Background: an optimization exercise with open tools, aiming at small area, a short achievable clock period and few clock cycles per item. Do not read the settings as production practice. RTL that was checked went through simulation tests only; none was proved equivalent to the original.

Design keyframe_tangent_unit, start of the top module:
module keyframe_tangent_unit
#(
   parameter int FRAC_BITS = 16
)
(
   input  wire logic        clock,
   input  wire logic        reset,
   input  wire logic        csr_wen,
   input  wire logic [1:0]  csr_wdata,    
   input  wire logic        req_tvalid,
   output logic             req_tready,
   input  wire logic [63:0] req_tdata,    
   input  wire logic        req_tlast,
   output logic             rsp_tvalid,
   input  wire logic        rsp_tready,
   output logic [63:0]      rsp_tdata,    
   output logic [9:0]       rsp_tuser,    
   output logic             rsp_tlast
);
Size in the first run: about 3300 cells after synthesis, roughly 400 flip-flops, about 150 I/O pins, ~31000 sq um of cells after synthesis.
Settings: LEC_CHECK=0, CAP_MARGIN=20, CORE_MARGIN=2, CORE_UTILIZATION=40, PLACE_DENSITY=0.6, SLEW_MARGIN=20; clock period 11.0 ns.
standard.sh (not shown) runs the stock make flow with config.mk's settings and CLKGATE_MAP_FILE= SYNTH_SCRIPT=/design/flow/synth_recipe.tcl, a recipe that flattens the netlist after the stock synthesis.
==> flow/flow/run.sh <==
#!/bin/bash
# Standard layout, with repair_timing aiming below the design's period.
set -o pipefail
export SETUP_SLACK_MARGIN=6.5
bash standard.sh > standard.log 2>&1
Next try:
==> flow/flow/run.sh (replaced) <==
#!/bin/bash
# Standard layout, with repair_timing aiming below the design's period.
set -o pipefail
export SETUP_SLACK_MARGIN=6
bash standard.sh > standard.log 2>&1
What happened: The changed run completed with no timing, DRC or antenna violations. Clock-buffer cell count drops by 11. Global-route usage shrinks by 1.8 points. Wire length fell by 8.1%.
No run of this note included a check of the RTL's function; only the layout flow was run.


keyframe_tangent_unit, a different RTL version from the one above (not shown whole).
Size in the first run: about 3,200 cells after synthesis, roughly 30,000 um^2 of cells after synthesis.
export LEC_CHECK = 0
export CAP_MARGIN = 20
export CORE_MARGIN = 2
export CORE_UTILIZATION = 40
export PLACE_DENSITY = 0.6
export SLEW_MARGIN = 20
create_clock -name core_clock -period 11.0 [get_ports {clock}]
==> flow/flow/run.sh <==
#!/bin/bash
# Standard layout, with repair_timing aiming below the design's period.
set -o pipefail
export SETUP_SLACK_MARGIN=6.6
bash standard.sh > standard.log 2>&1
Testbench counts at the start, summed over its fixed seeds: cycles 52,702, items 8,035.
Change:
--- a/flow/flow/run.sh
+++ b/flow/flow/run.sh
@@ -4 +4 @@
-export SETUP_SLACK_MARGIN=6.6
+export SETUP_SLACK_MARGIN=6.3
What happened:
- The changed run completed without violations
- sequential share of layout area went up by 1.5 points
- global-route usage went down by 0.95 points
- first-iteration DRC count went up slightly
- clock skew went down by 0.0033 ns
- setup slack got worse by 0.010 ns
- clock-buffer cell count went up by 1
- worst hold slack got worse by 0.0080 ns
- synthesized area is unchanged
- wire length went down by a few percent
- cell area went down by a few percent


the reference run:
keyframe_tangent_unit, a different RTL version from the one above (not shown whole).
Size in the first run: about 3400 cells after synthesis, ~150 I/O pins, ~0.032 mm² of cells after synthesis.
clock: 11.0 ns
lec_check: 0
cap_margin: 20
core_margin: 2
core_utilization: 40
place_density: 0.6
slew_margin: 20
==> flow/flow/run.sh <==
#!/bin/bash
# Standard layout, with repair_timing aiming below the design's period.
set -o pipefail
export SETUP_SLACK_MARGIN=6.3
bash standard.sh > standard.log 2>&1
Testbench counts of the reference run, summed over its fixed seeds: cycles 48,036, items 8,035.
### the reference run -> the trial run
Settings: setting CTS_BUF_LIST to sky130_fd_sc_hd__clkbuf_4 sky130_fd_sc_hd__clkbuf_8 for the first time; setting CTS_CLUSTER_SIZE to 30 for the first time.
### Flow results
On utilization, the reference run and the trial run are neck and neck.
Compared to the reference run, the routing of the trial run uses more wire.


oak:
Another version of the RTL of keyframe_tangent_unit (not shown whole).
For scale: roughly 150 I/O pins, roughly 0.025 mm2 of cells after synthesis.
Design keyframe_tangent_unit, start of the top module:
module keyframe_tangent_unit
#(
   parameter int FRAC_BITS = 16
)
(
   input  wire logic        clock,
   input  wire logic        reset,
   input  wire logic        csr_wen,
   input  wire logic [1:0]  csr_wdata,    
   input  wire logic        req_tvalid,
   output logic             req_tready,
   input  wire logic [63:0] req_tdata,    
   input  wire logic        req_tlast,
   output logic             rsp_tvalid,
   input  wire logic        rsp_tready,
   output logic [63:0]      rsp_tdata,    
   output logic [9:0]       rsp_tuser,    
   output logic             rsp_tlast
);
   typedef enum logic [2:0] {S_PLAN, S_TIN, S_M2, S_M3, S_M4, S_DIV, S_FIX} state_type;
   typedef enum logic [1:0] {K_TIN, K_LIN, K_SM, K_RAT} kind_type;
   localparam logic [1:0] SEL_NK = 2'd0, SEL_KP = 2'd1, SEL_NP = 2'd2;
   logic [1:0]  mode_ff;
   logic [31:0] pt_ff, pv_ff, kt_ff, kv_ff, nt_ff, nv_ff;
   logic        hasp_ff, hask_ff, hasn_ff;
   logic [1:0]  kmode_ff, nmode_ff;
   logic        klast_ff, nlast_ff;
   logic        sx1_ff, sy1_ff, zx1_ff, zy1_ff;    
   state_type   state_ff;
   kind_type    kind_ff;
   logic [31:0] rem_ff, den_ff;
   logic [5:0]  cnt_ff;
   logic        neg_ff, first_ff, ovf_ff, tin0_ff;
   logic        al4_ff, sok_ff, dz_ff;
   logic [1:0]  xsel_ff, ysel_ff;
   logic        hiseg_ff;                          
   logic [31:0] odhi_ff, odlo_ff;
   logic        ov_ff, olast_ff;
   logic [1:0]  omode_ff;
   logic [1:0]  xsel, ysel;
   logic [31:0] xf, xs, yf, ys, xmag, ymag;
   logic        xneg, xzero, yneg, yzero;
   logic        can_skip, ge;
  ...
Settings: LEC_CHECK=0, ABC_CLOCK_PERIOD_IN_PS=3000, CAP_MARGIN=20, CORE_MARGIN=2, CORE_UTILIZATION=40, PLACE_DENSITY=0.6, SETUP_SLACK_MARGIN=5, SLEW_MARGIN=20; clock period 11.0 ns.
run.sh (not shown) runs the stock make flow with config.mk's settings and CLKGATE_MAP_FILE= SYNTH_SCRIPT=/design/flow/synth_recipe.tcl, a recipe that flattens the netlist after the stock synthesis.
Stock flow here: none of the scripts above is used.
Having completed the whole flow, oak delivered a layout that passed the timing, DRC and antenna checks.
Changes in pine relative to oak:
Settings: removing SETUP_SLACK_MARGIN (formerly 5); removing ABC_CLOCK_PERIOD_IN_PS (formerly 3000).
Findings:
- Number of vias after detailed routing came out exactly the same in oak and pine.
- Clock tree buffer count of the final layout: oak vs pine, no meaningful difference
- Comparing pine with oak, the minimum setup slack among reg-to-reg paths came out essentially unchanged.
- From pine to oak, number of failing setup endpoints in the final timing report did not move at all.
- oak → pine: post-synth design cell area roughly the same.
- Reported for oak and pine, area taken by multi-input logic gates turned out identical to the last digit.
Function was not checked in any run of this note: the RTL went through the layout flow alone.

==> port drivers added, routing unchanged <==
The flow's constraints put no driver on any port. The routed layouts listed below were extracted and timed again, unchanged, in two steps.
Step 1 assumes that a clkbuf_16 drives the clock port and a buf_2 every other input.
Step 2 adds t to the input delays and takes it off the output delays; t is the mean of the earliest and latest rising clock arrival at the registers after step 1. Input paths then give back, and output paths get back, about the clock's delay inside the block.
a / b / c = ideal / step 1 / step 2; a / b = the first two.
| run | t (ns) | slack for setup (ns) | slew at the worst register clock pin (ns) |
|---|---|---|---|
| the first run of note 1 | 0.686 | 5.981 / 5.981 / 5.981 | 0.07 / 0.07 |
| the second run of note 1 | 0.664 | 5.924 / 5.924 / 5.556 | 0.07 / 0.07 |
| the first run of note 2 | 0.676 | 6.388 / 6.324 / 6.028 | 0.07 / 0.07 |
| the second run of note 2 | 0.682 | 6.378 / 6.345 / 5.757 | 0.07 / 0.07 |
| the reference run | 0.675 | 6.355 / 6.355 / 5.855 | 0.06 / 0.06 |
| the trial run | 0.746 | 6.306 / 6.306 / 5.732 | 0.07 / 0.07 |
| oak | 0.634 | 5.416 / 5.416 / 5.416 | 0.07 / 0.07 |
| pine | 0.634 | 5.416 / 5.416 / 5.416 | 0.07 / 0.07 |
After both steps setup and hold are still met in every run listed. The setup slack of the second run of note 2, which loses most, moves by -0.033 ns with the drivers and by -0.621 ns with both steps.
